Source: an optimization exercise on an open RTL-to-GDS flow (aim: small area, a short achievable clock period and few clock cycles per item). Production flows keep margins and buffers that such runs may drop.
Where RTL was checked, it was by simulation tests only, not by an equivalence proof against the original.
The RTL of run 3 was laid out without a check of its function.
No driver is modelled on the clock port, so clocking that relies on it looks cheaper here than on a real chip.
Power figures rest on the tool's default switching activity, not on a simulated workload.

--- config.mk ---
export PLATFORM = sky130hd
export DESIGN_NAME = first_substring_match_top
export DESIGN_NICKNAME = first_substring_match_top
export VERILOG_FILES = /design/flow/design.v
export SDC_FILE = /design/flow/constraint.sdc
export NUM_CORES = 4
export LEC_CHECK = 0
export ABC_CLOCK_PERIOD_IN_PS = 1500
export CAP_MARGIN = 20
export CORE_MARGIN = 2
export CORE_UTILIZATION = 60
export CTS_CLUSTER_DIAMETER = 100
export CTS_CLUSTER_SIZE = 30
export SETUP_SLACK_MARGIN = 4.6
export SLEW_MARGIN = 20
export BUFFER_PORTS_ARGS = -buffer_cell sky130_fd_sc_hd__buf_2
export POST_CTS_TCL = /design/flow/flow/flatten_cts.tcl
--- constraint.sdc ---
create_clock -name core_clock -period 7.0 [get_ports {clk}]
set_input_delay 1.4000 -clock core_clock [delete_from_list [all_inputs] [get_ports {clk}]]
set_output_delay 1.4000 -clock core_clock [all_outputs]
set_load 0.01 [all_outputs]
--- design.v ---
`default_nettype none
package fsubm_pkg;
  localparam int CAP    = 16;    
  localparam int ADDR_W = 5;
  localparam int DATA_W = 64;
  localparam logic [1:0] REG_FIRST  = 2'd0;
  localparam logic [1:0] REG_NEXT   = 2'd1;
  localparam logic [1:0] REG_LENGTH = 2'd2;
endpackage
`default_nettype wire
`default_nettype none
module fsubm_front
(
  input  wire logic       clk,
  input  wire logic       rst,
  input  wire logic       in_valid,
  output logic            in_ready,
  input  wire logic [7:0] hay_byte,
  input  wire logic       last_byte,
  output logic            a_v,
  output logic [7:0]      a_byte,
  output logic            a_last,
  input  wire logic       proceed
);
  logic       b_v;
  logic [7:0] b_byte;
  logic       b_last;
  logic       rdy;
  logic       adv;
  logic       fire;
  logic       b_v_nx;
  assign in_ready = rdy;
  assign fire     = in_valid && !b_v;
  assign adv      = proceed || !a_v;
  assign b_v_nx   = adv ? 1'b0 : (b_v || fire);
  always_ff @(posedge clk) begin
    if (rst) begin
      a_v <= 1'b0;
      b_v <= 1'b0;
      rdy <= 1'b1;
    end else begin
      if (adv) begin
        a_v <= b_v || fire;
      end
      b_v <= b_v_nx;
      rdy <= !b_v_nx;
    end
  end
  always_ff @(posedge clk) begin
    if (adv) begin
      a_byte <= b_v ? b_byte : hay_byte;
      a_last <= b_v ? b_last : last_byte;
    end
    if (!b_v) begin
      b_byte <= hay_byte;
      b_last <= last_byte;
    end
  end
endmodule
`default_nettype wire
`default_nettype none
module fsubm_back
(
  input  wire logic         clk,
  input  wire logic         rst,
  input  wire logic [63:0]  cfg_first,
  input  wire logic [63:0]  cfg_next,
  input  wire logic [4:0]   cfg_len,
  input  wire logic [15:0]  len_sel,
  input  wire logic         len_zero,
  input  wire logic         a_v,
  input  wire logic [7:0]   a_byte,
  input  wire logic         a_last,
  output logic              proceed,
  output logic              out_valid,
  input  wire logic         out_ready,
  output logic              found,
  output logic [31:0]       offset
);
  logic [127:0] needle;
  logic [15:0]  eq;
  logic [15:0]  d;
  logic [15:0]  d_nx;
  logic [15:0]  pre;
  logic         prev_last;
  logic         r_v;
  logic         r_first;
  logic         r_last;
  logic         r_match;
  logic         m_nx;
  logic         matched;
  logic [31:0]  cnt;
  logic [15:0]  sel;
  logic [31:0]  init;
  logic         hold;
  logic         out_valid_nx;
  logic         step;
  logic         res;
  assign needle  = {cfg_next, cfg_first};
  assign hold    = out_valid && !out_ready;
  assign proceed = !hold;
  assign offset  = cnt;
  assign sel = len_sel;
  always_comb begin
    if (cfg_len[4]) begin
      init = 32'hFFFF_FFF1;
    end else if (cfg_len[3:0] == 4'd0) begin
      init = 32'd0;
    end else begin
      init = 32'd1 - 32'(cfg_len[3:0]);
    end
  end
  always_comb begin
    for (int j = 0; j < 16; j++) begin
      eq[j] = (a_byte == needle[8*j +: 8]);
    end
    pre[0] = sel[0];
    for (int j = 1; j < 16; j++) begin
      pre[j] = sel[j] && d[j-1] && !prev_last;
    end
    d_nx[0] = eq[0];
    for (int j = 1; j < 16; j++) begin
      d_nx[j] = eq[j] && d[j-1] && !prev_last;
    end
  end
  assign m_nx = (|(eq & pre)) || (len_zero && prev_last);
  always_ff @(posedge clk) begin
    if (proceed && a_v) begin
      d <= d_nx;
    end
  end
  always_ff @(posedge clk) begin
    if (rst) begin
      prev_last <= 1'b1;
      r_v       <= 1'b0;
    end else if (proceed) begin
      r_v <= a_v;
      if (a_v) begin
        prev_last <= a_last;
      end
    end
  end
  always_ff @(posedge clk) begin
    if (proceed) begin
      r_first <= prev_last;
      r_last  <= a_last;
      r_match <= m_nx;
    end
  end
  assign step = proceed && r_v;
  assign res  = r_v && !matched && (r_match || r_last);
  assign out_valid_nx = hold || res;
  always_ff @(posedge clk) begin
    if (rst) begin
      matched   <= 1'b0;
      out_valid <= 1'b0;
    end else begin
      out_valid <= out_valid_nx;
      if (step) begin
        matched <= !r_last && (matched || r_match);
      end
    end
  end
  always_ff @(posedge clk) begin
    if (proceed) begin
      found <= r_match;
    end
    if (step) begin
      if (r_last && !r_match) begin
        cnt <= '0;
      end else if (r_first) begin
        cnt <= init;
      end else begin
        cnt <= cnt + 32'd1;
      end
    end
  end
endmodule
`default_nettype wire
`default_nettype none
module first_substring_match_top
(
  input  wire logic              clk,
  input  wire logic              rst,
  input  wire logic              in_valid,
  output logic                   in_ready,
  input  wire logic [7:0]        hay_byte,
  input  wire logic              last_byte,
  output logic                   out_valid,
  input  wire logic              out_ready,
  output logic                   found,
  output logic [31:0]            offset,
  input  wire logic              psel,
  input  wire logic              penable,
  input  wire logic              pwrite,
  input  wire logic [4:0]        paddr,
  input  wire logic [63:0]       pwdata,
  output logic [63:0]            prdata,
  output logic                   pready
);
  logic [63:0] cfg_first;
  logic [63:0] cfg_next;
  logic [4:0]  cfg_len;
  logic        wr_first;
  logic        wr_next;
  logic        wr_len;
  logic        setup_wr;
  logic        rst_r;
  logic [63:0] wdata;
  logic [4:0]  len_nx;
  logic [15:0] len_sel;
  logic        len_zero;
  logic        a_v;
  logic [7:0]  a_byte;
  logic        a_last;
  logic        proceed;
  assign pready   = 1'b1;
  assign setup_wr = psel && !penable && pwrite;
  always_ff @(posedge clk) begin
    if (rst) begin
      wr_first <= 1'b0;
      wr_next  <= 1'b0;
      wr_len   <= 1'b0;
    end else begin
      wr_first <= setup_wr && (paddr[4:3] == 2'd0);
      wr_next  <= setup_wr && (paddr[4:3] == 2'd1);
      wr_len   <= setup_wr && (paddr[4:3] == 2'd2);
    end
  end
  always_ff @(posedge clk) begin
    rst_r <= rst;
  end
  assign wdata = rst_r ? 64'd0 : pwdata;
  always_ff @(posedge clk) begin
    if (wr_first || rst_r) cfg_first <= wdata;
    if (wr_next  || rst_r) cfg_next  <= wdata;
    cfg_len <= len_nx;
  end
  assign len_nx = (wr_len || rst_r) ? wdata[4:0] : cfg_len;
  always_ff @(posedge clk) begin
    for (int j = 0; j < 15; j++) begin
      len_sel[j] <= !len_nx[4] && (len_nx[3:0] == 4'(j + 1));
    end
    len_sel[15] <= len_nx[4];
    len_zero    <= (len_nx == 5'd0);
  end
  always_ff @(posedge clk) begin
    case (rst_r ? 2'd3 : paddr[4:3])
      2'd0:    prdata <= cfg_first;
      2'd1:    prdata <= cfg_next;
      2'd2:    prdata <= {59'd0, cfg_len};
      default: prdata <= '0;
    endcase
  end
  fsubm_front u_front (
    .clk       (clk),
    .rst       (rst),
    .in_valid  (in_valid),
    .in_ready  (in_ready),
    .hay_byte  (hay_byte),
    .last_byte (last_byte),
    .a_v       (a_v),
    .a_byte    (a_byte),
    .a_last    (a_last),
    .proceed   (proceed)
  );
  fsubm_back u_back (
    .clk       (clk),
    .rst       (rst),
    .cfg_first (cfg_first),
    .cfg_next  (cfg_next),
    .cfg_len   (cfg_len),
    .len_sel   (len_sel),
    .len_zero  (len_zero),
    .a_v       (a_v),
    .a_byte    (a_byte),
    .a_last    (a_last),
    .proceed   (proceed),
    .out_valid (out_valid),
    .out_ready (out_ready),
    .found     (found),
    .offset    (offset)
  );
endmodule
`default_nettype wire
--- flow/run.sh ---
#!/bin/bash
# Standard layout with two changes: the port buffers are buf_2 instead of
# the cell buffer_ports picks by default, and after CTS the clock tree's
# middle level is removed (flatten_cts.tcl) so that the leaf buffers hang
# straight off the root buffer.
echo 'export BUFFER_PORTS_ARGS = -buffer_cell sky130_fd_sc_hd__buf_2' >> config.mk
echo "export POST_CTS_TCL = $PWD/flow/flatten_cts.tcl" >> config.mk
bash standard.sh > standard.log 2>&1
--- flow/flatten_cts.tcl ---
# POST_CTS hook: drop the clock tree's middle level, so the root buffer
# drives the leaf (sink cluster) buffers directly. The tree stays balanced:
# every register is still two buffers from the clock port.
set block [ord::get_db_block]
set removed 0
foreach inst [$block getInsts] {
  if {![string match "clkbuf_1_*" [$inst getName]]} { continue }
  set in_net [[$inst findITerm A] getNet]
  set out_net [[$inst findITerm X] getNet]
  foreach it [$out_net getITerms] {
    if {[$it getInst] eq $inst} { continue }
    $it disconnect
    $it connect $in_net
  }
  odb::dbInst_destroy $inst
  odb::dbNet_destroy $out_net
  incr removed
}
puts "flatten_cts: removed $removed middle clock buffers"
estimate_parasitics -placement
report_clock_latency
--- standard.sh ---
#!/bin/bash
# synth_recipe.tcl (not shown) runs the flow's synth.tcl, then flattens the netlist and writes it again
# the make line also repeats each setting of config.mk as NAME=value (left out here)
make -C /OpenROAD-flow-scripts/flow DESIGN_CONFIG=/design/flow/config.mk WORK_HOME=/design/flow/orfs CLKGATE_MAP_FILE= SYNTH_SCRIPT=/design/flow/synth_recipe.tcl "${@:-finish}"
==> results of run 1 <==
## per-stage QoR
stage               power [W]  hold WS, ps  setup WS (ps)
detailed placement   0.002300        426.8           3820
finish               0.003082        452.4           4575
floorplan            0.002202        417.4           4505
global route         0.003194        461.7           4521
global placement     0.002295        419.5           3818
## synth_stat cells (all sizes together) (18+ instances only)
library cell	n	area, um2
edfxtp	188	5645
dfxtp	105	2102
xor2	50	437.9
nor2b	68	425.4
xnor2	106	928.4
nand4	24	150.1
clkbuf	32	120.1
buf	21	241.5
o21ai	19	95.09
a22o	60	525.5
nand2	18	67.56
nor2	61	229.0
nand3	28	140.1
## layer usage
layer	vias to the layer above	wire length (um)	track usage, %
met1	3843	12000	36.11
met3	25	1677	4.545
li1	3678	-	-
met2	270	13170	42.85
met4	0	363	5.000
met5	-	0	0
## placed cells by master (no fill, tap or decap), types with 10 or more instances in the layout
| cell type | instances |
|---|---|
| a21oi_1 | 12 |
| buf_4 | 60 |
| nor2_1 | 60 |
| edfxtp_1 | 188 |
| nor2b_1 | 68 |
| nand2_1 | 18 |
| nand4_1 | 24 |
| inv_1 | 13 |
| xor2_1 | 50 |
| xnor2_1 | 106 |
| dfxtp_1 | 100 |
| a22o_1 | 60 |
| buf_2 | 180 |
| nor4_1 | 11 |
| o21ai_0 | 18 |
| o21a_1 | 12 |
| clkbuf_16 | 11 |
| nand3_1 | 28 |
| nor3_1 | 10 |
## logic make-up (layout without fill, tap and decap cells)
logic type      count (synthesis)  after routing  synth area share [%]
flops                         293            293                 64.21
mux                            19             19                 1.670
xor+xnor                      156            156                 11.32
compound gates                120            120                 7.612
fa+ha+maj                       2              2                0.2074
buf+inv                        68            282                 3.464
simple gates                  256            258                 11.48
other cells                     1              1               0.03108
## report_power, final
| part | leakage, nW | total (W) | switching, W | internal, W |
|---|---|---|---|---|
| Combinational | 2.46 | 0.000314 | 0.000170 | 0.000145 |
| Clock | 0.147 | 0.000792 | 0.000490 | 0.000302 |
| Sequential | 2.76 | 0.00198 | 0.0000497 | 0.00193 |
## registers in the layout, summed over array words and instances (netlist names), 4 cells and up
signal          flops
cfg_len             4
len_sel            16
u_front.b_byte      8
prdata             64
cfg_first          64
u_back.cnt         32
cfg_next           64
u_front.a_byte      8
u_back.d           15
## worst paths after layout
check                                             startpoint                  endpoint  slack, ps  cells after the start
worst min-delay path                u_front.a_last$_DFFE_PP_   u_back.r_last$_DFFE_PN_        450                      0
worst min register to register      u_front.a_last$_DFFE_PP_   u_back.r_last$_DFFE_PN_        450                      0
worst max register to register   u_front.a_byte[7]$_DFFE_PP_  u_back.r_match$_DFFE_PN_       4650                      7
worst max-delay path            u_back.cnt[10]$_SDFFCE_PP0P_                offset[10]       4580                      1
## cell type report
cell class,count,area [um2]
Sequential cell,293,7754
Fill cell,1430,5677
Multi-Input combinational cell,556,3944
Timing Repair Buffer,249,1514
Tap cell,265,331.6
Clock buffer,17,297.8
Inverter,15,63.81
Clock inverter,1,8.758
==> flow_summary.yaml, run 1 <==
floorplan:
  fp-row-count: 51
  start_util_pct: 61.59
  dieArea_um2: 21260
  ios: 185
  core_um2: 19590
  die_h_um: 145.8
  die_width_um: 145.8
timing:
  max_freq_ghz: 0.4124
  hold_viol_final: 0
  tightest_slew_ps: 962.0
  finalSetupViolCount: 0
  fin_worst_skew_ps: 19.58
  slew_violations: 0
  fin_crit_sh_pct: 34.64
  slew_headroom_pct: 35.87
  tns_ps: 0
  min_period_ps: 2425
  rsz0062_at_grt: "yes"
worst_setup_path:
  crit_family: "flip-flops"
  worstPathCellList: "buf_2"
  cp-end-kind: "output port"
  required_ps: 5600
  critical_path.max_fanout: 3
  arrival_ps: 1020
  crit_slowest_cell: "edfxtp_1"
  crit_buf_inv: 1
  critPathKind: "register to output port"
  start_kind: "register"
  slowest_delay_ps: 440
route:
  avgViaCountPerCell: 5.599
  drt_iter0_drc: 605
  dr.pass1.iters: 5
  post_drt_wl_per_cell_um: 19.49
  drc: 0
  routed-via-count: 7816
  routed_wl_mm: 27.20
  final_antenna_net_count: 0
cells_and_area:
  drive_gt1_share_pct: 25.64
  final_util_pct: 71.02
  antenna_cells: 0
  fin_cells: 1396
  design_area_um2: 13910
  finalNetCount: 1213
  area_growth_pct: 15.32
logic_synthesis:
  synth_edf_count: 188
  synth_warnings: 3
  syn-num-nets: 1002
  synth_seq_cells: 293
  synthCells: 915
  yosysSeqAreaShare_pct: 64.21
  synth_ff_type: "edfxtp_1"
  ys_async_sr_fraction_pct: 0
  syn_area_um2: 12070
  ys_types: 51
  avgSynthCellArea_um2: 13.19
grt:
  antenna_found_initial: 0
  overflow: 0
  grt_usage_pct: 25.76
  grt_pass1_vias: 7695
  grt_max_degree: 74
  grt_first_pass_wirelength_mm: 41.90
power_and_ir_drop:
  leakagePower_nw: 5.367
  peakVddDrop_v: 0.0002103
  cellPowerDensity_nw_per_um2: 221.5
run:
  drv_cap: 0
placed_design:
  place_congestion: 0.8306
  postPlaceCellArea_um2: 13050
  dp.cells: 1318
  port_buffers: 180
  hpwl_mm: 16.96
cts:
  cts_tree: "done"
  cts.clk_slew.worst_paths_ps: 120
  clk_latency_ps: 420
  cts.sinks: 293
status:
  status: "complete, no violations"
worst_hold_path:
  hp-class: "register to register"
Testbench counts, summed over its fixed seeds: cycles 379,225, bytes 379,052.
==> run 2, diff against run 1 <==
--- a/config.mk
+++ b/config.mk
@@ -7,3 +7,3 @@
 export LEC_CHECK = 0
-export ABC_CLOCK_PERIOD_IN_PS = 1500
+export ABC_CLOCK_PERIOD_IN_PS = 2000
 export CAP_MARGIN = 20
@@ -13,3 +13,3 @@
 export CTS_CLUSTER_SIZE = 30
-export SETUP_SLACK_MARGIN = 4.6
+export SETUP_SLACK_MARGIN = 4.55
 export SLEW_MARGIN = 20
==> run 2 against run 1 <==
  * Register-to-register slack about the same
  * Global-route usage down 0.47 points
  * Non-clock buffer count down 8
  * Power up 0.64%
  * Critical endpoint is now offset[0]
==> flow_summary.yaml, run 2 <==
status:
  status: "complete, no violations"
cells_and_area:
  mostFrequentLayoutCell: "edfxtp_1"
  finalNetCount: 1205
  area_growth_pct: 15.01
  drive_gt1_share_pct: 24.82
  antenna_cells: 0
  fin_cells: 1389
  layout_common_cells: "edfxtp_1, buf_2, xnor2_1"
  top_regs: "cfg_first (64), cfg_next (64), prdata (64)"
  design_area_um2: 13880
cts:
  clk_latency_ps: 430
  cts_tree: "done"
  cts.clk_slew.worst_paths_ps: 110
  cts.sinks: 293
logic_synthesis:
  synth_common_cells: "edfxtp_1, xnor2_1, dfxtp_1"
  ys_async_sr_fraction_pct: 0
  yosysMostFrequentCell: "edfxtp_1"
  synth_ff_type: "edfxtp_1"
  synth_seq_cells: 293
  synth_top_area_cell: "edfxtp_1"
  avgSynthCellArea_um2: 13.19
  synthCells: 915
  syn-num-nets: 1002
  yosysSeqAreaShare_pct: 64.21
  synth_top_area_share_pct: 46.79
  synth_warnings: 3
  ys_types: 51
  synth_edf_count: 188
  ys_top_cells_by_area: "edfxtp_1, dfxtp_1, xnor2_1"
  syn_area_um2: 12070
floorplan:
  start_util_pct: 61.59
  core_um2: 19590
  dieArea_um2: 21260
  ios: 185
  die_width_um: 145.8
  die_h_um: 145.8
  fp-row-count: 51
timing:
  tns_ps: 0
  finalSetupViolCount: 0
  slew_violations: 0
  fin_worst_skew_ps: 14.11
  rsz0062_at_grt: "yes"
  max_freq_ghz: 0.4114
  tightest_slew_ps: 1025
  fin_crit_sh_pct: 34.73
  min_period_ps: 2431
  hold_viol_final: 0
  slew_headroom_pct: 31.31
worst_setup_path:
  arrival_ps: 1030
  start_kind: "register"
  critPathKind: "register to output port"
  worstPathCellList: "buf_2"
  crit_slowest_cell: "edfxtp_1"
  required_ps: 5600
  crit_buf_inv: 1
  crit_family: "flip-flops"
  cp-end-kind: "output port"
  critical_path.max_fanout: 2
  slowest_delay_ps: 440
grt:
  overflow: 0
  top_usage_layer: "met2"
  grt_first_pass_wirelength_mm: 41.18
  gr-usage-met3_pct: 4.263
  grt_usage_pct: 25.28
  grt_pass1_vias: 7544
  grt_util_met1_pct: 36.20
  use_met2_pct: 40.05
  antenna_found_initial: 1
  grt_max_degree: 69
power_and_ir_drop:
  comb_power_share_pct: 10.1
  power_frac_clock_pct: 26.2
  seqPwrFrac_pct: 63.7
  p_sw_w: 0.0007096
  leakagePower_nw: 5.337
  peakVddDrop_v: 0.0002187
  p_sw_share_pct: 22.88
  power.internal_w: 0.002392
  cellPowerDensity_nw_per_um2: 223.5
route:
  dr.pass1.iters: 5
  routed-via-count: 7763
  drc: 0
  post_drt_wl_per_cell_um: 19.39
  final_antenna_net_count: 0
  drt_iter0_drc: 554
  avgViaCountPerCell: 5.589
  routed_wl_mm: 26.93
placed_design:
  port_buffers: 180
  place_congestion: 0.8206
  hpwl_mm: 16.85
  postPlaceCellArea_um2: 13070
  dp.cells: 1319
run:
  drv_cap: 0
worst_hold_path:
  hp-class: "register to register"
## run 2: cell count changes in the layout (fill, tap and decap cells not counted)
cell	previous run	this run
buf_4	60	52
dfxtp_1	100	103
dfxtp_2	5	2
and2_4	2	1
buf_12	7	6
buf_16	0	1
clkbuf_16	11	12
clkinv_2	0	1
inv_6	1	0
nor3_2	0	1
o21ai_1	0	1
o21ai_2	1	0
or2_0	0	1
or2_1	1	0
## run 2: metal layers
layer | routed length, um | part of all wire (%) | up-vias
met3 | 1557 | 5.8 | 44
met5 | 13 | 0.048 | -
met1 | 12030 | 45 | 3777
li1 | - | - | 3670
met2 | 12740 | 47 | 270
met4 | 595 | 2.2 | 2
## run 2: power by group through the flow
| stage | Clock [W] | Sequential [W] | Combinational [W] |
|---|---|---|---|
| finish | 0.000813 | 0.00198 | 0.000312 |
| global route | 0.000887 | 0.00198 | 0.000339 |
| detailed placement | 0 | 0.00203 | 0.000272 |
| global placement | 0 | 0.00203 | 0.000266 |
| floorplan | 0 | 0.00201 | 0.000190 |
## run 2: stage by stage
| step | utilization, % | worst slack [ps] | power, W | hold slack (ps) |
|---|---|---|---|---|
| 3_5_place_dp | 66.71 | 3662 | 0.002300 | 436.7 |
| 6_report | 70.83 | 4569 | 0.003101 | 459.5 |
| 5_1_grt | 70.83 | 4537 | 0.003211 | 486.9 |
| 2_1_floorplan | - | 4505 | 0.002202 | 417.4 |
| 3_3_place_gp | 66.57 | 3644 | 0.002294 | 419.9 |
## run 2: cell type report
class	count	area [um2]
clock buffer	18	322.8
clock inverter	1	5.005
fill	1445	5714
inverter	15	63.81
multi-input combinational	556	3941
sequential	293	7750
tap	265	331.6
timing repair buffer	241	1461
## run 2: cells by family (layout without fill, tap and decap cells)
kind of cell	Yosys count	after routing	synth area share (%)
compound gates	120	120	7.612
xor+xnor	156	156	11.32
fa+ha+maj	2	2	0.2074
buf+inv	68	275	3.464
flops	293	293	64.21
mux	19	19	1.670
other cells	1	1	0.03108
simple gates	256	258	11.48
## run 2: path summary, 6_finish.rpt
kind	from	endpoint	slack [ps]	depth (start not counted)
worst max-delay path	u_back.cnt[0]$_SDFFCE_PP0P_	offset[0]	4570	1
worst min-delay path	u_front.a_last$_DFFE_PP_	u_back.r_last$_DFFE_PN_	460	0
worst min register to register	u_front.a_last$_DFFE_PP_	u_back.r_last$_DFFE_PN_	460	0
worst max register to register	u_front.a_byte[5]$_DFFE_PP_	u_back.r_match$_DFFE_PN_	4660	7
==> run 3, diff against run 2 <==
--- a/design.v
+++ b/design.v
@@ -19,5 +19,5 @@
   input  wire logic       last_byte,
-  output logic            a_v,
-  output logic [7:0]      a_byte,
-  output logic            a_last,
+  output logic            x_v,
+  output logic [7:0]      x_byte,
+  output logic            x_last,
   input  wire logic       proceed
@@ -28,3 +28,2 @@
   logic       rdy;
-  logic       adv;
   logic       fire;
@@ -33,7 +32,8 @@
   assign fire     = in_valid && !b_v;
-  assign adv      = proceed || !a_v;
-  assign b_v_nx   = adv ? 1'b0 : (b_v || fire);
-  always_ff @(posedge clk) begin
-    if (rst) begin
-      a_v <= 1'b0;
+  assign x_v      = b_v || fire;
+  assign x_byte   = b_v ? b_byte : hay_byte;
+  assign x_last   = b_v ? b_last : last_byte;
+  assign b_v_nx   = !proceed && x_v;
+  always_ff @(posedge clk) begin
+    if (rst) begin
       b_v <= 1'b0;
@@ -41,5 +41,2 @@
     end else begin
-      if (adv) begin
-        a_v <= b_v || fire;
-      end
       b_v <= b_v_nx;
@@ -49,6 +46,2 @@
   always_ff @(posedge clk) begin
-    if (adv) begin
-      a_byte <= b_v ? b_byte : hay_byte;
-      a_last <= b_v ? b_last : last_byte;
-    end
     if (!b_v) begin
@@ -70,5 +63,5 @@
   input  wire logic         len_zero,
-  input  wire logic         a_v,
-  input  wire logic [7:0]   a_byte,
-  input  wire logic         a_last,
+  input  wire logic         x_v,
+  input  wire logic [7:0]   x_byte,
+  input  wire logic         x_last,
   output logic              proceed,
@@ -83,3 +76,2 @@
   logic [15:0]  d_nx;
-  logic [15:0]  pre;
   logic         prev_last;
@@ -88,10 +80,7 @@
   logic         r_last;
-  logic         r_match;
-  logic         m_nx;
+  logic         match;
   logic         matched;
   logic [31:0]  cnt;
-  logic [15:0]  sel;
   logic [31:0]  init;
   logic         hold;
-  logic         out_valid_nx;
   logic         step;
@@ -99,6 +88,5 @@
   assign needle  = {cfg_next, cfg_first};
+  assign offset  = cnt;
   assign hold    = out_valid && !out_ready;
   assign proceed = !hold;
-  assign offset  = cnt;
-  assign sel = len_sel;
   always_comb begin
@@ -114,7 +102,3 @@
     for (int j = 0; j < 16; j++) begin
-      eq[j] = (a_byte == needle[8*j +: 8]);
-    end
-    pre[0] = sel[0];
-    for (int j = 1; j < 16; j++) begin
-      pre[j] = sel[j] && d[j-1] && !prev_last;
+      eq[j] = (x_byte == needle[8*j +: 8]);
     end
@@ -125,6 +109,7 @@
   end
-  assign m_nx = (|(eq & pre)) || (len_zero && prev_last);
-  always_ff @(posedge clk) begin
-    if (proceed && a_v) begin
-      d <= d_nx;
+  always_ff @(posedge clk) begin
+    if (proceed && x_v) begin
+      d       <= d_nx;
+      r_first <= prev_last;
+      r_last  <= x_last;
     end
@@ -136,5 +121,5 @@
     end else if (proceed) begin
-      r_v <= a_v;
-      if (a_v) begin
-        prev_last <= a_last;
+      r_v <= x_v;
+      if (x_v) begin
+        prev_last <= x_last;
       end
@@ -142,12 +127,5 @@
   end
-  always_ff @(posedge clk) begin
-    if (proceed) begin
-      r_first <= prev_last;
-      r_last  <= a_last;
-      r_match <= m_nx;
-    end
-  end
-  assign step = proceed && r_v;
-  assign res  = r_v && !matched && (r_match || r_last);
-  assign out_valid_nx = hold || res;
+  assign match = (|(d & len_sel)) || (len_zero && r_first);
+  assign step  = proceed && r_v;
+  assign res   = r_v && !matched && (match || r_last);
   always_ff @(posedge clk) begin
@@ -157,5 +135,5 @@
     end else begin
-      out_valid <= out_valid_nx;
+      out_valid <= hold || res;
       if (step) begin
-        matched <= !r_last && (matched || r_match);
+        matched <= !r_last && (matched || match);
       end
@@ -165,6 +143,6 @@
     if (proceed) begin
-      found <= r_match;
+      found <= match;
     end
     if (step) begin
-      if (r_last && !r_match) begin
+      if (r_last && !match) begin
         cnt <= '0;
@@ -212,5 +190,5 @@
   logic        len_zero;
-  logic        a_v;
-  logic [7:0]  a_byte;
-  logic        a_last;
+  logic        x_v;
+  logic [7:0]  x_byte;
+  logic        x_last;
   logic        proceed;
@@ -261,5 +239,5 @@
     .last_byte (last_byte),
-    .a_v       (a_v),
-    .a_byte    (a_byte),
-    .a_last    (a_last),
+    .x_v       (x_v),
+    .x_byte    (x_byte),
+    .x_last    (x_last),
     .proceed   (proceed)
@@ -274,5 +252,5 @@
     .len_zero  (len_zero),
-    .a_v       (a_v),
-    .a_byte    (a_byte),
-    .a_last    (a_last),
+    .x_v       (x_v),
+    .x_byte    (x_byte),
+    .x_last    (x_last),
     .proceed   (proceed),
==> run 3 against run 2 <==
  * Still clean
  * Wire length increased by 1.3%
  * First-iteration DRC count decreased by 7.4%
  * Critical path depth increased by 7
  * Die area decreased by 2.7%
  * Critical endpoint is now u_back.d[6]$_DFFE_PP_
==> flow_summary.yaml, run 3 <==
cells_and_area:
  fillers: 1291
  drive_gt1_share_pct: 32.73
  top_regs: "cfg_first (64), cfg_next (64), prdata (64)"
  layout_common_cells: "edfxtp_1, buf_2, dfxtp_1"
  area_growth_pct: 24.30
  finalNetCount: 1242
  fin_cells: 1428
  mostFrequentLayoutCell: "edfxtp_1"
run:
  drv_cap: 0
logic_synthesis:
  syn_area_um2: 11730
  synth_warnings: 3
  ys_types: 48
  ys_top_cells_by_area: "edfxtp_1, dfxtp_1, xnor2_1"
  ys_async_sr_fraction_pct: 0
  synth_top_area_cell: "edfxtp_1"
  synth_top_area_share_pct: 45.83
  yosysMostFrequentCell: "edfxtp_1"
  synthCells: 884
  syn-num-nets: 971
  avgSynthCellArea_um2: 13.27
  synth_seq_cells: 283
  synth_common_cells: "edfxtp_1, dfxtp_1, xnor2_1"
  synth_edf_count: 179
  synth_ff_type: "edfxtp_1"
  yosysSeqAreaShare_pct: 63.58
worst_setup_path:
  timing.rr.start: "u_front.b_v$_SDFF_PP0_"
  crit_path_start: "hay_byte[0]"
  start_kind: "input pin"
  crit_slowest_cell: "nor4_2"
  worstPathCellList: "buf_6, mux2i_4, buf_12, buf_4, xnor2_1, nor4_2, nand4_1, nor4b_2"
  crit_buf_inv: 3
  critPathKind: "input pin to register"
  critical_path.max_fanout: 7
  arrival_ps: 2850
  crit_family: "simple AND/OR/NAND/NOR gates"
  required_ps: 7260
  slowest_delay_ps: 350
  cp-end-kind: "register"
grt:
  grt_first_pass_wirelength_mm: 39.05
  grt_usage_pct: 25.34
  grt_pass1_vias: 7462
  antenna_found_initial: 1
  overflow: 0
  grt_max_degree: 85
timing:
  min_period_ps: 2588
  fin_worst_skew_ps: 28.87
  tightest_slew_ps: 956.2
  finalSetupViolCount: 0
  rsz0062_at_grt: "yes"
  slew_headroom_pct: 36.25
  hold_viol_final: 0
  slew_violations: 0
  max_freq_ghz: 0.3864
  fin_crit_sh_pct: 36.98
  tns_ps: 0
placed_design:
  hpwl_mm: 15.65
  place_congestion: 0.8272
  port_buffers: 180
  dp.cells: 1295
route:
  routed_wl_mm: 27.28
  drt_iter0_drc: 513
  final_antenna_net_count: 0
  post_drt_wl_per_cell_um: 19.10
  avgViaCountPerCell: 5.497
  dr.pass1.iters: 5
  drc: 0
  routed-via-count: 7850
floorplan:
  fp-row-count: 51
  die_width_um: 143.8
  die_h_um: 143.8
  ios: 185
  core_um2: 19330
  start_util_pct: 60.66
  dieArea_um2: 20680
power_and_ir_drop:
  cellPowerDensity_nw_per_um2: 214.3
  leakagePower_nw: 5.760
  peakVddDrop_v: 0.0002786
cts:
  cts_tree: "done"
  clk_latency_ps: 430
  cts.clk_slew.worst_paths_ps: 120
  cts.sinks: 283
status:
  status: "complete, no violations"
worst_hold_path:
  worstHoldStart: "u_back.matched$_SDFFE_PP0P_"
  hp-class: "register to register"
-- run 3: changes by cell type in the layout (fill, tap and decap cells not counted), moves of 16 or more --
| cell | delta |
|---|---|
| xor2_1 | +23 |
| a21oi_1 | +25 |
| buf_4 | +36 |
| xnor2_1 | -43 |
| nor2_1 | -19 |
| buf_6 | +19 |
| nand3_1 | -16 |
-- run 3: power by group --
part	total, W	switching, W	internal, W
logic	0.000410	0.000212	0.000198
registers	0.00192	0.0000525	0.00187
clock network	0.000795	0.000490	0.000306
total	0.00312	0.000754	0.00237
-- run 3: worst paths after layout --
check,endpoint,slack [ps],cells after the start
worst max-delay path,u_back.d[6]$_DFFE_PP_,4410,8
worst min register to register,u_back.matched$_SDFFE_PP0P_,490,2
worst min-delay path,u_back.matched$_SDFFE_PP0P_,490,2
worst max register to register,u_back.d[6]$_DFFE_PP_,4680,8
-- run 3: cells by family after synthesis --
logic type	count (synthesis)	synth area share, %
flip-flops	283	63.58
AND/OR/NAND/NOR	241	12.28
XOR/XNOR	153	11.43
AO/OA/AOI/OAI	121	7.468
buffers and inverters	63	2.496
multiplexers	20	2.507
adder cells (fa/ha/maj)	2	0.2133
other	1	0.03197
-- run 3: area by class of cell --
type | instances | area, um2 | area share (%)
Multi-Input combinational cell | 538 | 4293 | 29.45
Timing Repair Buffer | 301 | 2098 | 14.39
Inverter | 20 | 75.07 | 0.5149
Clock inverter | 2 | 20.02 | 0.1373
Sequential cell | 283 | 7458 | 51.16
Clock buffer | 17 | 297.8 | 2.043
Tap cell | 265 | 331.6 | 2.274
Antenna cell | 2 | 5.005 | 0.03433
-- run 3: worst register-to-register path, cell delays in order (launching register included) --
cell	delay [ps]
dfxtp_1	320
buf_4	320
mux2i_4	320
buf_12	170
buf_4	130
xnor2_1	80
nor4_2	350
nand4_1	220
nor4b_2	260
-- run 3: routing by layer --
| layer | track usage (%) | wire length [um] | up-vias |
|---|---|---|---|
| met5 | 0 | 0 | - |
| met4 | 7.688 | 522 | 0 |
| met3 | 5.298 | 1575 | 35 |
| met2 | 42.41 | 13690 | 268 |
| met1 | 33.49 | 11490 | 3808 |
| li1 | - | - | 3739 |
-- run 3: per-stage QoR --
step / util [%] / total power [W] / worst slack [ps] / cell area, um2 / hold slack (ps)
final: 75.40 / 0.003125 / 4412 / 14580 / 493.7
after global routing: 75.38 / 0.003231 / 4366 / 14570 / 520.6
after detailed placement: 66.44 / 0.002259 / 3449 / 12850 / 475.0
after global placement: 66.44 / 0.002254 / 3450 / 12850 / 460.6
after floorplan: - / 0.002151 / 4315 / 11790 / 438.3
==> run 4, diff against run 3 <==
--- a/design.v
+++ b/design.v
@@ -19,5 +19,5 @@
   input  wire logic       last_byte,
-  output logic            x_v,
-  output logic [7:0]      x_byte,
-  output logic            x_last,
+  output logic            a_v,
+  output logic [7:0]      a_byte,
+  output logic            a_last,
   input  wire logic       proceed
@@ -28,2 +28,3 @@
   logic       rdy;
+  logic       adv;
   logic       fire;
@@ -32,8 +33,7 @@
   assign fire     = in_valid && !b_v;
-  assign x_v      = b_v || fire;
-  assign x_byte   = b_v ? b_byte : hay_byte;
-  assign x_last   = b_v ? b_last : last_byte;
-  assign b_v_nx   = !proceed && x_v;
-  always_ff @(posedge clk) begin
-    if (rst) begin
+  assign adv      = proceed || !a_v;
+  assign b_v_nx   = adv ? 1'b0 : (b_v || fire);
+  always_ff @(posedge clk) begin
+    if (rst) begin
+      a_v <= 1'b0;
       b_v <= 1'b0;
@@ -41,2 +41,5 @@
     end else begin
+      if (adv) begin
+        a_v <= b_v || fire;
+      end
       b_v <= b_v_nx;
@@ -46,2 +49,6 @@
   always_ff @(posedge clk) begin
+    if (adv) begin
+      a_byte <= b_v ? b_byte : hay_byte;
+      a_last <= b_v ? b_last : last_byte;
+    end
     if (!b_v) begin
@@ -63,5 +70,5 @@
   input  wire logic         len_zero,
-  input  wire logic         x_v,
-  input  wire logic [7:0]   x_byte,
-  input  wire logic         x_last,
+  input  wire logic         a_v,
+  input  wire logic [7:0]   a_byte,
+  input  wire logic         a_last,
   output logic              proceed,
@@ -76,2 +83,3 @@
   logic [15:0]  d_nx;
+  logic [15:0]  pre;
   logic         prev_last;
@@ -80,7 +88,10 @@
   logic         r_last;
-  logic         match;
+  logic         r_match;
+  logic         m_nx;
   logic         matched;
   logic [31:0]  cnt;
+  logic [15:0]  sel;
   logic [31:0]  init;
   logic         hold;
+  logic         out_valid_nx;
   logic         step;
@@ -88,5 +99,6 @@
   assign needle  = {cfg_next, cfg_first};
-  assign offset  = cnt;
   assign hold    = out_valid && !out_ready;
   assign proceed = !hold;
+  assign offset  = cnt;
+  assign sel = len_sel;
   always_comb begin
@@ -102,3 +114,7 @@
     for (int j = 0; j < 16; j++) begin
-      eq[j] = (x_byte == needle[8*j +: 8]);
+      eq[j] = (a_byte == needle[8*j +: 8]);
+    end
+    pre[0] = sel[0];
+    for (int j = 1; j < 16; j++) begin
+      pre[j] = sel[j] && d[j-1] && !prev_last;
     end
@@ -109,7 +125,6 @@
   end
-  always_ff @(posedge clk) begin
-    if (proceed && x_v) begin
-      d       <= d_nx;
-      r_first <= prev_last;
-      r_last  <= x_last;
+  assign m_nx = (|(eq & pre)) || (len_zero && prev_last);
+  always_ff @(posedge clk) begin
+    if (proceed && a_v) begin
+      d <= d_nx;
     end
@@ -121,11 +136,18 @@
     end else if (proceed) begin
-      r_v <= x_v;
-      if (x_v) begin
-        prev_last <= x_last;
-      end
-    end
-  end
-  assign match = (|(d & len_sel)) || (len_zero && r_first);
-  assign step  = proceed && r_v;
-  assign res   = r_v && !matched && (match || r_last);
+      r_v <= a_v;
+      if (a_v) begin
+        prev_last <= a_last;
+      end
+    end
+  end
+  always_ff @(posedge clk) begin
+    if (proceed) begin
+      r_first <= prev_last;
+      r_last  <= a_last;
+      r_match <= m_nx;
+    end
+  end
+  assign step = proceed && r_v;
+  assign res  = r_v && !matched && (r_match || r_last);
+  assign out_valid_nx = hold || res;
   always_ff @(posedge clk) begin
@@ -135,5 +157,5 @@
     end else begin
-      out_valid <= hold || res;
+      out_valid <= out_valid_nx;
       if (step) begin
-        matched <= !r_last && (matched || match);
+        matched <= !r_last && (matched || r_match);
       end
@@ -143,6 +165,6 @@
     if (proceed) begin
-      found <= match;
+      found <= r_match;
     end
     if (step) begin
-      if (r_last && !match) begin
+      if (r_last && !r_match) begin
         cnt <= '0;
@@ -190,5 +212,5 @@
   logic        len_zero;
-  logic        x_v;
-  logic [7:0]  x_byte;
-  logic        x_last;
+  logic        a_v;
+  logic [7:0]  a_byte;
+  logic        a_last;
   logic        proceed;
@@ -239,5 +261,5 @@
     .last_byte (last_byte),
-    .x_v       (x_v),
-    .x_byte    (x_byte),
-    .x_last    (x_last),
+    .a_v       (a_v),
+    .a_byte    (a_byte),
+    .a_last    (a_last),
     .proceed   (proceed)
@@ -252,5 +274,5 @@
     .len_zero  (len_zero),
-    .x_v       (x_v),
-    .x_byte    (x_byte),
-    .x_last    (x_last),
+    .a_v       (a_v),
+    .a_byte    (a_byte),
+    .a_last    (a_last),
     .proceed   (proceed),
--- a/flow/run.sh
+++ b/flow/run.sh
@@ -3,4 +3,4 @@
 # the cell buffer_ports picks by default, and after CTS the clock tree's
-# middle level is removed (flatten_cts.tcl) so that the leaf buffers hang
-# straight off the root buffer.
+# middle level is removed and its root split in three (flatten_cts.tcl), so
+# that every register is two buffers from the clock port.
 echo 'export BUFFER_PORTS_ARGS = -buffer_cell sky130_fd_sc_hd__buf_2' >> config.mk
--- a/flow/flatten_cts.tcl
+++ b/flow/flatten_cts.tcl
@@ -1,4 +1,7 @@
-# POST_CTS hook: drop the clock tree's middle level, so the root buffer
-# drives the leaf (sink cluster) buffers directly. The tree stays balanced:
-# every register is still two buffers from the clock port.
+# POST_CTS hook, two changes to the clock tree CTS built:
+# 1. Drop its middle level, so the root buffer drives the leaf (sink
+#    cluster) buffers directly.
+# 2. Split the root: the clock port drives three root buffers (the limit is
+#    four), each driving the leaf buffers nearest to it.
+# The tree stays balanced: every register is two buffers from the clock port.
 set block [ord::get_db_block]
@@ -19,2 +22,75 @@
 puts "flatten_cts: removed $removed middle clock buffers"
+
+# Split the root: the clock port drives NROOT root buffers, each driving the
+# leaf buffers nearest to it (leaves grouped by their x/y position).
+proc split_clock_root {nroot} {
+  set block [ord::get_db_block]
+  set root [$block findInst clkbuf_0_clk]
+  set in_net [[$root findITerm A] getNet]
+  set out_net [[$root findITerm X] getNet]
+  set master [$root getMaster]
+  set leaves {}
+  foreach it [$out_net getITerms] {
+    if {[$it getInst] eq $root} { continue }
+    set inst [$it getInst]
+    set box [$inst getBBox]
+    lappend leaves [list $it [expr {([$box xMin] + [$box xMax]) / 2}] [expr {([$box yMin] + [$box yMax]) / 2}]]
+  }
+  # simple k-means on leaf positions
+  set n [llength $leaves]
+  set sorted [lsort -integer -index 1 $leaves]
+  set cents {}
+  for {set k 0} {$k < $nroot} {incr k} {
+    set l [lindex $sorted [expr {int(($k + 0.5) * $n / $nroot)}]]
+    lappend cents [list [lindex $l 1] [lindex $l 2]]
+  }
+  for {set iter 0} {$iter < 20} {incr iter} {
+    set groups {}
+    for {set k 0} {$k < $nroot} {incr k} { lappend groups {} }
+    foreach l $leaves {
+      set best 0; set bd 1e30
+      for {set k 0} {$k < $nroot} {incr k} {
+        set c [lindex $cents $k]
+        set dd [expr {pow([lindex $l 1] - [lindex $c 0], 2) + pow([lindex $l 2] - [lindex $c 1], 2)}]
+        if {$dd < $bd} { set bd $dd; set best $k }
+      }
+      lset groups $best [concat [lindex $groups $best] [list $l]]
+    }
+    set cents {}
+    foreach g $groups {
+      if {[llength $g] == 0} { lappend cents {0 0}; continue }
+      set sx 0; set sy 0
+      foreach l $g { set sx [expr {$sx + [lindex $l 1]}]; set sy [expr {$sy + [lindex $l 2]}] }
+      lappend cents [list [expr {$sx / [llength $g]}] [expr {$sy / [llength $g]}]]
+    }
+  }
+  for {set k 0} {$k < $nroot} {incr k} {
+    set g [lindex $groups $k]
+    if {[llength $g] == 0} { continue }
+    if {$k == 0} {
+      set buf $root
+      set net $out_net
+    } else {
+      set buf [odb::dbInst_create $block $master "clkbuf_0_clk_r$k"]
+      set net [odb::dbNet_create $block "clknet_0_clk_r$k"]
+      $net setSigType CLOCK
+      [$buf findITerm A] connect $in_net
+      [$buf findITerm X] connect $net
+      foreach l $g {
+        set it [lindex $l 0]
+        $it disconnect
+        $it connect $net
+      }
+    }
+    set c [lindex $cents $k]
+    $buf setLocation [expr {int([lindex $c 0])}] [expr {int([lindex $c 1])}]
+    $buf setPlacementStatus PLACED
+  }
+  puts "split_clock_root: [llength $leaves] leaves under $nroot roots"
+}
+
+split_clock_root 3
+global_connect
+detailed_placement
+check_placement -verbose
 estimate_parasitics -placement
--- a/config.mk
+++ b/config.mk
@@ -13,3 +13,3 @@
 export CTS_CLUSTER_SIZE = 30
-export SETUP_SLACK_MARGIN = 4.55
+export SETUP_SLACK_MARGIN = 4.65
 export SLEW_MARGIN = 20
==> run 4 against run 3 <==
  * Still clean on timing, DRC and antenna
  * Die area is 2.8% higher
  * Clock power is 7.7% higher
  * Fmax is 6.9% higher
  * Wire length is 1.1% higher
  * Synthesized cell count is 3.5% higher
  * Global-route usage is 0.42 points higher
  * Clock skew is 2.6 ps higher
  * Register-to-register slack worse by 100 ps
  * Critical path depth is 1 lower
  * Final cell count is 2.8% lower
  * Power is 0.99% higher
  * Area after synthesis is 2.9% higher
  * Critical path type is now register to register
  * Largest power group unchanged
  * Highest routed layer unchanged
==> flow_summary.yaml, run 4 <==
logic_synthesis:
  synth_edf_count: 188
  ys_async_sr_fraction_pct: 0
  synth_top_area_cell: "edfxtp_1"
  yosysSeqAreaShare_pct: 64.21
  synthCells: 915
  synth_ff_type: "edfxtp_1"
  yosysMostFrequentCell: "edfxtp_1"
  synth_top_area_share_pct: 46.79
  synth_seq_cells: 293
  syn-num-nets: 1002
  ys_top_cells_by_area: "edfxtp_1, dfxtp_1, xnor2_1"
  synth_warnings: 3
  avgSynthCellArea_um2: 13.19
  syn_area_um2: 12070
  ys_types: 51
  synth_common_cells: "edfxtp_1, xnor2_1, dfxtp_1"
worst_setup_path:
  critical_path.max_fanout: 16
  worstRegToRegCells: 7
  start_kind: "register"
  worstPathCellList: "buf_6, xor2_1, nor2_1, and4_1, a32oi_1, nand4_1, or4_1"
  cp-end-kind: "register"
  slowest_delay_ps: 650
  reg2reg_setup_slack_ps: 4580
  arrival_ps: 2470
  required_ps: 7050
  r2r-end: "u_back.r_match$_DFFE_PN_"
  critPathKind: "register to register"
  timing.rr.start: "u_front.a_byte[6]$_DFFE_PP_"
  crit_slowest_cell: "or4_1"
route:
  final_antenna_net_count: 0
  routed_wl_mm: 27.58
  routed-via-count: 7859
  route.met3.wl_mm: 1.559
  routed.top_layer: "met4"
  drc: 0
  dr.pass1.iters: 5
  route.met2.wl_mm: 13.21
  post_drt_wl_per_cell_um: 19.87
  wl_met1_mm: 12.23
  drt_iter0_drc: 549
  avgViaCountPerCell: 5.662
placed_design:
  dp.cells: 1318
  pre_cts_slack_ps: 3809
  place_congestion: 0.8489
  port_buffers: 180
  hpwl_mm: 17.02
floorplan:
  start_util_pct: 61.59
  dieArea_um2: 21260
  die_h_um: 145.8
  ios: 185
  die_width_um: 145.8
  fp-row-count: 51
  core_um2: 19590
run:
  drv_cap: 0
timing:
  min_period_ps: 2422
  tightest_slew_ps: 961.0
  timing.hold.ws_ps: 485.7
  max_freq_ghz: 0.4129
  rsz0062_at_grt: "yes"
  slew_headroom_pct: 35.94
  finalSetupViolCount: 0
  setup_slack_ps: 4578
  hold_viol_final: 0
  fin_worst_skew_ps: 31.44
  fin_crit_sh_pct: 34.60
  tns_ps: 0
  slew_violations: 0
cts:
  cts.clk_slew.worst_paths_ps: 110
  cts_tree: "done"
  clk_latency_ps: 340
  cts.sinks: 293
grt:
  grt_max_degree: 74
  antenna_found_initial: 2
  grt_pass1_vias: 7683
  grt_first_pass_wirelength_mm: 42.39
  overflow: 0
  grt_usage_pct: 25.76
worst_hold_path:
  hold_path_depth: 0
  hp-class: "register to register"
  whs_endpoint: "u_back.r_last$_DFFE_PN_"
  worstHoldStart: "u_front.a_last$_DFFE_PP_"
cells_and_area:
  top_regs: "cfg_first (64), cfg_next (64), prdata (64)"
  fin_cells: 1388
  finalNetCount: 1202
  drive_gt1_share_pct: 28.28
  layout_common_cells: "edfxtp_1, buf_2, xnor2_1"
  mostFrequentLayoutCell: "edfxtp_1"
  area_growth_pct: 17.43
  fillers: 1448
status:
  status: "complete, no violations"
power_and_ir_drop:
  cellPowerDensity_nw_per_um2: 222.7
  leakagePower_nw: 5.379
  peakVddDrop_v: 0.0002694
## run 4: power by group
part	internal, W	switching, W	total (W)
logic	0.000150	0.000171	0.000321
clock network	0.000358	0.000498	0.000856
registers	0.00193	0.0000515	0.00198
total	0.00243	0.000721	0.00316
## run 4: how the worst max path moves through the flow
stage	startpoint	to	slack [ps]	cells past startpoint
after floorplan	rst_r$_DFF_P_	cfg_first[0]$_DFFE_PP_	4500	4
after global placement	paddr[3]	prdata[5]$_DFF_P_	3810	5
after global routing	u_front.a_byte[6]$_DFFE_PP_	u_back.r_match$_DFFE_PN_	4490	7
after detailed placement	paddr[3]	prdata[12]$_DFF_P_	3810	5
final	u_front.a_byte[6]$_DFFE_PP_	u_back.r_match$_DFFE_PN_	4580	7
## run 4: area by class of cell, without the clock buffers
class,instances,area [um2],area share [%]
Tap cell,265,331.6,2.340
Buffer,2,50.05,0.3532
Timing Repair Buffer,236,1629,11.50
Clock inverter,1,8.758,0.06182
Multi-Input combinational cell,556,3990,28.16
Antenna cell,2,5.005,0.03532
Sequential cell,293,7789,54.97
Inverter,15,63.81,0.4504
## run 4: critical path, delay by kind of cell, from the launching register on
kind	cells	cell delay, ps
simple gates	4	1050
flops	1	350
buf+inv	1	260
compound gates	1	260
xor+xnor	1	190
## run 4: routing by layer
metal	GRT usage (%)	vias up
met1	37.05	3861
met2	41.82	289
met4	7.108	0
li1	-	3668
met5	0	-
met3	3.229	41
## run 4: logic make-up (layout without fill, tap and decap cells)
family / after synthesis / count (layout) / share of synthesized area, %
AO/OA/AOI/OAI: 120 / 120 / 7.612
other: 1 / 3 / 0.03108
AND/OR/NAND/NOR: 256 / 258 / 11.48
buffers and inverters: 68 / 272 / 3.464
adder cells (fa/ha/maj): 2 / 2 / 0.2074
multiplexers: 19 / 19 / 1.670
XOR/XNOR: 156 / 156 / 11.32
flip-flops: 293 / 293 / 64.21
## run 4: stage by stage
step	instance area, um2	utilization (%)	total power (W)
after floorplan	12110	-	0.002203
after global placement	13060	66.64	0.002295
after detailed placement	13060	66.64	0.002300
after global routing	14170	72.31	0.003253
final	14170	72.33	0.003156
Testbench counts of run 4, summed over its fixed seeds: cycles 379,225, bytes 379,052.
==> run 5, diff against run 4 <==
--- a/config.mk
+++ b/config.mk
@@ -13,3 +13,3 @@
 export CTS_CLUSTER_SIZE = 30
-export SETUP_SLACK_MARGIN = 4.65
+export SETUP_SLACK_MARGIN = 4.55
 export SLEW_MARGIN = 20
==> run 5 against run 4 <==
  * Combinational power down 2%
  * Design area fell by 1.5%
  * Core utilization decreased by 1.1 points
  * Clock skew increased by 42 ps
  * Hold slack lost 21 ps
  * Critical path type unchanged
  * Power decreased by 0.12%
  * Largest cell class unchanged
  * Wire length is 1.9% lower
  * Die area did not move
  * Largest power group unchanged
  * Final cell count rose by 0.22%
  * Still clean
  * Sequential share of layout area grew 0.57 points
  * Fmax down 0.83%
==> flow_summary.yaml, run 5 <==
route:
  routed_wl_mm: 27.06
  drc: 0
  final_antenna_net_count: 0
  routed-via-count: 7801
  drt_iter0_drc: 482
  dr.pass1.iters: 4
  post_drt_wl_per_cell_um: 19.45
  avgViaCountPerCell: 5.608
floorplan:
  die_h_um: 145.8
  start_util_pct: 61.59
  core_um2: 19590
  fp-row-count: 51
  die_width_um: 145.8
  ios: 185
  dieArea_um2: 21260
power_and_ir_drop:
  peakVddDrop_v: 0.0002198
  seqPwrFrac_pct: 62.7
  leakagePower_nw: 5.368
  power_w: 0.003152
  p_sw_share_pct: 22.42
  comb_power_share_pct: 9.9
  power_frac_clock_pct: 27.4
  cellPowerDensity_nw_per_um2: 225.9
  power.internal_w: 0.002445
  p_sw_w: 0.0007068
cells_and_area:
  seqCellArea_um2: 7749
  drive_gt1_share_pct: 24.96
  antenna_cells: 0
  area_growth_pct: 15.64
  design_area_um2: 13950
  fin_cells: 1391
  mostFrequentLayoutCell: "edfxtp_1"
  fillers: 1440
  finalNetCount: 1207
  layout_common_cells: "edfxtp_1, buf_2, xnor2_1"
  multiInputGateArea_um2: 3973
  top_regs: "cfg_first (64), cfg_next (64), prdata (64)"
logic_synthesis:
  yosysSeqAreaShare_pct: 64.21
  avgSynthCellArea_um2: 13.19
  synth_common_cells: "edfxtp_1, xnor2_1, dfxtp_1"
  yosysMostFrequentCell: "edfxtp_1"
  synth_edf_count: 188
  synth_seq_cells: 293
  synthCells: 915
  synth_top_area_share_pct: 46.79
  ys_types: 51
  synth_warnings: 3
  synth_top_area_cell: "edfxtp_1"
  syn_area_um2: 12070
  ys_top_cells_by_area: "edfxtp_1, dfxtp_1, xnor2_1"
  ys_async_sr_fraction_pct: 0
  syn-num-nets: 1002
  synth_ff_type: "edfxtp_1"
grt:
  antenna_found_initial: 1
  overflow: 0
  grt_pass1_vias: 7570
  grt_first_pass_wirelength_mm: 41.34
  grt_max_degree: 69
  grt_usage_pct: 25.23
timing:
  fin_crit_sh_pct: 34.89
  setup_slack_ps: 4558
  fin_worst_skew_ps: 73.16
  tns_ps: 0
  slew_violations: 0
  finalSetupViolCount: 0
  max_freq_ghz: 0.4095
  slew_headroom_pct: 35.20
  rsz0062_at_grt: "yes"
  hold_viol_final: 0
  min_period_ps: 2442
  tightest_slew_ps: 972.0
cts:
  cts.sinks: 293
  cts.clk_slew.worst_paths_ps: 110
  clk_latency_ps: 350
  cts_tree: "done"
run:
  drv_cap: 0
placed_design:
  port_buffers: 180
  postPlaceCellArea_um2: 13070
  hpwl_mm: 16.85
  dp.cells: 1319
  place_congestion: 0.8206
  pre_cts_slack_ps: 3662
worst_setup_path:
  timing.rr.start: "u_back.prev_last$_SDFFE_PP1P_"
  worstPathCellList: "clkinvlp_4, buf_4, nand3_1, nor3_1, and2_1, a41o_1, or4_1"
  worstRegToRegCells: 7
  slowest_delay_ps: 640
  critical_path.max_fanout: 9
  start_kind: "register"
  cp-end-kind: "register"
  crit_slowest_cell: "dfxtp_1"
  crit_family: "simple AND/OR/NAND/NOR gates"
  crit_path_start: "u_back.prev_last$_SDFFE_PP1P_"
  crit_buf_inv: 2
  cp.depth: 7
  required_ps: 7070
  arrival_ps: 2520
  critPathKind: "register to register"
worst_hold_path:
  worstHoldStart: "cfg_next[22]$_DFFE_PP_"
  hold_path_depth: 1
  hp-class: "register to register"
status:
  status: "complete, no violations"
run 5: cell counts after synthesis:
No cell type changed its count.
run 5: area by class of cell, without the clock buffers:
cell class	instances	area share, %
well taps	265	2.376
flip-flops and latches	293	55.54
repair buffers	240	10.45
clock inverters	1	0.03587
plain buffers	2	0.3587
inverters	15	0.4574
multi-input cells	557	28.47
run 5: kinds of logic after synthesis:
family / Yosys count / share of synthesized area, %
buffers and inverters: 68 / 3.464
other: 1 / 0.03108
XOR/XNOR: 156 / 11.32
flip-flops: 293 / 64.21
multiplexers: 19 / 1.670
adder cells (fa/ha/maj): 2 / 0.2074
AO/OA/AOI/OAI: 120 / 7.612
AND/OR/NAND/NOR: 256 / 11.48
run 5: routing by layer:
| layer | track usage [%] | share of wire [%] |
|---|---|---|
| met1 | 36.12 | 44 |
| met2 | 40.17 | 47 |
| met3 | 3.511 | 6.0 |
| met4 | 8.333 | 2.4 |
| met5 | 0 | 0.048 |
run 5: final timing paths:
path / end / slack [ps]
max: u_back.r_match$_DFFE_PN_ / 4560
min: prdata[22]$_DFF_P_ / 470
max reg2reg: u_back.r_match$_DFFE_PN_ / 4560
min reg2reg: prdata[22]$_DFF_P_ / 470
run 5: stage by stage:
stage                     utilization, %  hold slack, ps
final                              71.22           465.2
after floorplan                        -           417.4
after global routing               71.22           486.4
after global placement             66.57           419.9
after detailed placement           66.71           436.7
run 5: power by group through the flow:
| stage | registers [W] | clock network [W] | logic (W) |
|---|---|---|---|
| after floorplan | 0.00201 | 0 | 0.000190 |
| after global placement | 0.00203 | 0 | 0.000266 |
| after detailed placement | 0.00203 | 0 | 0.000272 |
| after global routing | 0.00199 | 0.000938 | 0.000340 |
| final | 0.00198 | 0.000862 | 0.000313 |
==> run 6, diff against run 5 <==
--- a/config.mk
+++ b/config.mk
@@ -7,3 +7,3 @@
 export LEC_CHECK = 0
-export ABC_CLOCK_PERIOD_IN_PS = 2000
+export ABC_CLOCK_PERIOD_IN_PS = 1500
 export CAP_MARGIN = 20
@@ -13,3 +13,3 @@
 export CTS_CLUSTER_SIZE = 30
-export SETUP_SLACK_MARGIN = 4.55
+export SETUP_SLACK_MARGIN = 4.6
 export SLEW_MARGIN = 20
==> run 6 against run 5 <==
  * Power fell by 0.35%
  * Register-to-register slack improved by 90 ps
  * Final cell count did not move
  * Clock power down 2%
  * Wire length rose by 1.5%
  * Sequential cell count stayed put
  * Hold slack got worse by 12 ps
  * Critical path type is now input pin to register
  * Critical endpoint is now len_sel[4]$_DFF_P_
  * Largest cell class unchanged
==> flow_summary.yaml, run 6 <==
cells_and_area:
  antenna_cells: 0
  area_growth_pct: 15.70
  top_regs: "cfg_first (64), cfg_next (64), prdata (64)"
  layout_common_cells: "edfxtp_1, buf_2, xnor2_1"
  drive_gt1_share_pct: 25.75
  mostFrequentLayoutCell: "edfxtp_1"
  finalNetCount: 1208
  final_util_pct: 71.26
logic_synthesis:
  ys_async_sr_fraction_pct: 0
  synth-simple-area-share_pct: 11.48
  synth_edf_count: 188
  yosysMostFrequentCell: "edfxtp_1"
  synth_top_area_cell: "edfxtp_1"
  synth_common_cells: "edfxtp_1, xnor2_1, dfxtp_1"
  ys_types: 51
  synthXorXnorAreaFrac_pct: 11.32
  synth_warnings: 3
  syn-num-nets: 1002
  synthMuxAreaShare_pct: 1.670
  synth_top_area_share_pct: 46.79
  synthCells: 915
  syn_area_um2: 12070
  synth_seq_cells: 293
  synth_top_family_by_area: "simple AND/OR/NAND/NOR gates"
  yosysSeqAreaShare_pct: 64.21
  yosys.area_share.adder_pct: 0.2074
  ys_top_cells_by_area: "edfxtp_1, dfxtp_1, xnor2_1"
  avgSynthCellArea_um2: 13.19
  synth_ff_type: "edfxtp_1"
  synth_compound_area_share_pct: 7.612
floorplan:
  dieArea_um2: 21260
  start_util_pct: 61.59
  ios: 185
  die_width_um: 145.8
  die_h_um: 145.8
  core_um2: 19590
  fp-row-count: 51
route:
  routed_wl_mm: 27.46
  drt_iter0_drc: 553
  avgViaCountPerCell: 5.590
  post_drt_wl_per_cell_um: 19.74
  drc: 0
  final_antenna_net_count: 0
  dr.pass1.iters: 5
  routed-via-count: 7775
placed_design:
  port_buffers: 180
  place_congestion: 0.8306
  hpwl_mm: 16.96
status:
  status: "complete, no violations"
cts:
  cts_tree: "done"
  cts.sinks: 293
  clk_latency_ps: 350
  cts.clk_slew.worst_paths_ps: 120
worst_hold_path:
  worstHoldStart: "u_front.a_last$_DFFE_PP_"
  hp-class: "register to register"
power_and_ir_drop:
  leakagePower_nw: 5.370
  power_w: 0.003141
  peakVddDrop_v: 0.0002119
  cellPowerDensity_nw_per_um2: 225.0
run:
  drv_cap: 0
timing:
  slew_headroom_pct: 36.05
  tns_ps: 0
  rsz0062_at_grt: "yes"
  min_period_ps: 2362
  slew_violations: 0
  max_freq_ghz: 0.4233
  fin_worst_skew_ps: 44.22
  hold_viol_final: 0
  fin_crit_sh_pct: 33.75
  tightest_slew_ps: 959.2
  finalSetupViolCount: 0
grt:
  antenna_found_initial: 0
  grt_pass1_vias: 7691
  grt_first_pass_wirelength_mm: 42.01
  grt_max_degree: 74
  grt_usage_pct: 25.56
  overflow: 0
worst_setup_path:
  critPathKind: "input pin to register"
  start_kind: "input pin"
  arrival_ps: 2610
  cp-end-kind: "register"
  timing.rr.start: "u_front.a_byte[7]$_DFFE_PP_"
  required_ps: 7240
  critical_path.max_fanout: 4
  crit_path_start: "pwdata[4]"
## run 6: cell counts after synthesis
Identical to the previous run, type by type.
## run 6: final cells by class, without the clock buffers
| cell class | instances | area [um2] |
|---|---|---|
| multi-input combinational | 556 | 3971 |
| fill | 1419 | 5630 |
| inverter | 15 | 63.81 |
| timing repair buffer | 242 | 1483 |
| sequential | 293 | 7754 |
| buffer | 2 | 50.05 |
| clock inverter | 1 | 8.758 |
| tap | 265 | 331.6 |
## run 6: logic make-up (layout without fill, tap and decap cells)
kind of cell    after synthesis  in the layout
flops                       293            293
other cells                   1              1
mux                          19             19
fa+ha+maj                     2              2
xor+xnor                    156            156
buf+inv                      68            277
simple gates                256            258
compound gates              120            120
## run 6: power breakdown
group | leakage, nW | switching [W] | internal (W)
sequential | 2.76 | 0.0000501 | 0.00193
clock | 0.172 | 0.000494 | 0.000355
combinational | 2.44 | 0.000171 | 0.000145
total | 5.37 | 0.000715 | 0.00243
## run 6: worst max-delay path, cell delays in order
cell	delay, ps
buf_2	120
mux2i_2	220
nor2_1	110
or4_1	610
nor2_1	140
## run 6: layer usage
| metal | vias up | routed length, um | share of wire, % | global-route usage [%] |
|---|---|---|---|---|
| met1 | 3833 | 12320 | 45 | 36.17 |
| met4 | 0 | 432 | 1.6 | 5.735 |
| met5 | - | 0 | 0 | 0 |
| met2 | 250 | 13230 | 48 | 42.83 |
| li1 | 3667 | - | - | - |
| met3 | 25 | 1471 | 5.4 | 3.103 |
## run 6: through the flow
step | cell area (um2) | hold slack (ps) | setup slack, ps | instances
floorplan | 12090 | 417.4 | 4505 | 915
global placement | 13050 | 419.5 | 3818 | 1318
detailed placement | 13050 | 426.8 | 3820 | 1318
global route | 13960 | 461.6 | 4559 | 1391
finish | 13960 | 452.9 | 4638 | 1391
## run 6: final timing paths
kind                              endpoint  slack [ps]  cells past startpoint
setup / recovery        len_sel[4]$_DFF_P_        4640                      5
hold / removal     u_back.r_last$_DFFE_PN_         450                      0
setup reg to reg  u_back.r_match$_DFFE_PN_        4650                      7
hold reg to reg    u_back.r_last$_DFFE_PN_         450                      0
==> run 7, diff against run 6 <==
--- a/design.v
+++ b/design.v
@@ -85,2 +85,3 @@
   logic         prev_last;
+  logic         mid;
   logic         r_v;
@@ -122,3 +123,3 @@
     for (int j = 1; j < 16; j++) begin
-      d_nx[j] = eq[j] && d[j-1] && !prev_last;
+      d_nx[j] = eq[j] && d[j-1] && mid;
     end
@@ -134,2 +135,3 @@
       prev_last <= 1'b1;
+      mid       <= 1'b0;
       r_v       <= 1'b0;
@@ -139,2 +141,3 @@
         prev_last <= a_last;
+        mid       <= !a_last;
       end
@@ -241,6 +244,6 @@
     for (int j = 0; j < 15; j++) begin
-      len_sel[j] <= !len_nx[4] && (len_nx[3:0] == 4'(j + 1));
-    end
-    len_sel[15] <= len_nx[4];
-    len_zero    <= (len_nx == 5'd0);
+      len_sel[j] <= !rst_r && !cfg_len[4] && (cfg_len[3:0] == 4'(j + 1));
+    end
+    len_sel[15] <= !rst_r && cfg_len[4];
+    len_zero    <= rst_r || (cfg_len == 5'd0);
   end
==> run 7 against run 6 <==
  * Clock power decreased by 0.9%
  * Register-to-register slack improved by 90 ps
  * Wire length decreased by 3.0%
  * Core utilization decreased by 1.4 points
  * Die area increased by 1.3%
  * First-iteration DRC count decreased by 11%
  * Combinational power increased by 7.0%
  * Largest cell class unchanged
  * Largest power group unchanged
==> flow_summary.yaml, run 7 <==
cells_and_area:
  layout_common_cells: "edfxtp_1, buf_2, xnor2_1"
  antenna_cells: 0
  drive_gt1_share_pct: 25.46
  finalNetCount: 1215
  top_regs: "cfg_first (64), cfg_next (64), prdata (64)"
  design_area_um2: 14050
  area_growth_pct: 15.00
  mostFrequentLayoutCell: "edfxtp_1"
grt:
  grt_max_degree: 60
  grt_first_pass_wirelength_mm: 41.06
  grt_pass1_vias: 7519
  grt_usage_pct: 24.74
  overflow: 0
  antenna_found_initial: 0
power_and_ir_drop:
  peakVddDrop_v: 0.0002964
  leakagePower_nw: 5.382
  cellPowerDensity_nw_per_um2: 226.6
logic_synthesis:
  synth_warnings: 3
  synth_ff_type: "edfxtp_1"
  yosysMostFrequentCell: "edfxtp_1"
  synthCells: 928
  synth_edf_count: 193
  syn_area_um2: 12220
  ys_types: 52
  avgSynthCellArea_um2: 13.17
  synth_top_area_cell: "edfxtp_1"
  ys_top_cells_by_area: "edfxtp_1, dfxtp_1, xnor2_1"
  syn-num-nets: 1016
  yosysSeqAreaShare_pct: 64.13
  synth_seq_cells: 295
  ys_async_sr_fraction_pct: 0
  synth_top_area_share_pct: 47.43
  synth_common_cells: "edfxtp_1, dfxtp_1, xnor2_1"
floorplan:
  die_width_um: 146.7
  dieArea_um2: 21530
  core_um2: 20100
  die_h_um: 146.7
  ios: 185
  fp-row-count: 52
  start_util_pct: 60.79
route:
  drt_iter0_drc: 491
  avgViaCountPerCell: 5.509
  routed_wl_mm: 26.63
  routed-via-count: 7718
  dr.pass1.iters: 4
  drc: 0
  post_drt_wl_per_cell_um: 19.01
  final_antenna_net_count: 0
worst_setup_path:
  arrival_ps: 950
  crit_buf_inv: 1
  critPathKind: "register to output port"
  start_kind: "register"
  critical_path.max_fanout: 2
  cp-end-kind: "output port"
  crit_slowest_cell: "edfxtp_1"
  worstPathCellList: "buf_2"
  slowest_delay_ps: 460
  crit_family: "flip-flops"
  required_ps: 5600
cts:
  cts.clk_slew.worst_paths_ps: 110
  cts_tree: "done"
  cts.sinks: 295
  clk_latency_ps: 330
timing:
  finalSetupViolCount: 0
  slew_violations: 0
  slew_headroom_pct: 53.41
  fin_crit_sh_pct: 33.58
  fin_worst_skew_ps: 24.42
  rsz0062_at_grt: "no"
  min_period_ps: 2351
  max_freq_ghz: 0.4254
  hold_viol_final: 0
  tightest_slew_ps: 698.9
  tns_ps: 0
run:
  drv_cap: 0
worst_hold_path:
  hp-class: "register to register"
placed_design:
  port_buffers: 180
  hpwl_mm: 17.24
  postPlaceCellArea_um2: 13290
  place_congestion: 0.7876
status:
  status: "complete, no violations"
run 7: layout make-up, without the clock buffers:
| class | instances | area, um2 |
|---|---|---|
| Tap cell | 270 | 337.8 |
| Clock inverter | 1 | 6.256 |
| Fill cell | 1461 | 6051 |
| Inverter | 12 | 48.80 |
| Buffer | 2 | 50.05 |
| Multi-Input combinational cell | 569 | 4063 |
| Sequential cell | 295 | 7849 |
| Timing Repair Buffer | 236 | 1405 |
run 7: stage by stage:
step / worst slack (ps) / power [W] / utilization, % / hold slack [ps] / instances
5_1_grt: 4606 / 0.003302 / 69.90 / 496.8 / 1401
3_3_place_gp: 3558 / 0.002354 / 66.01 / 455.4 / 1338
6_report: 4649 / 0.003184 / 69.90 / 479.2 / 1401
3_5_place_dp: 3917 / 0.002361 / 66.08 / 460.5 / 1339
2_1_floorplan: 4602 / 0.002251 / - / 427.2 / 928
run 7: routing by layer:
layer / routed length [um] / vias up / track usage (%)
met5: 0 / - / 0
met4: 380 / 0 / 6.214
met1: 12270 / 3781 / 35.64
li1: - / 3706 / -
met3: 1207 / 23 / 3.012
met2: 12780 / 208 / 40.61
run 7: cell families (layout without fill, tap and decap cells):
logic type | Yosys count | after routing | share of synthesized area (%)
other | 1 | 1 | 0.03069
muxes | 15 | 15 | 1.321
DFF | 295 | 295 | 64.13
buffers and inverters | 65 | 267 | 2.949
xor gates and xnor gates | 158 | 158 | 11.51
and+or+nand+nor | 280 | 281 | 12.63
adders and majority gates | 3 | 3 | 0.3072
AOI/OAI and AO/OA | 111 | 111 | 7.116
run 7: path summary, 6_finish.rpt:
path	from	end	cells past startpoint	slack [ps]
worst min register to register	u_front.a_last$_DFFE_PP_	u_back.r_last$_DFFE_PN_	0	480
worst min-delay path	u_front.a_last$_DFFE_PP_	u_back.r_last$_DFFE_PN_	0	480
worst max register to register	u_front.a_byte[4]$_DFFE_PP_	u_back.r_match$_DFFE_PN_	7	4740
worst max-delay path	u_back.cnt[1]$_SDFFCE_PP0P_	offset[1]	1	4650
run 7: report_power, final:
part	internal, W	switching, W	leakage, nW
sequential	0.00195	0.0000562	2.78
clock	0.000352	0.000489	0.171
combinational	0.000153	0.000184	2.43
total	0.00245	0.000730	5.38
Testbench counts of run 7, summed over its fixed seeds: cycles 379,225, bytes 379,052.
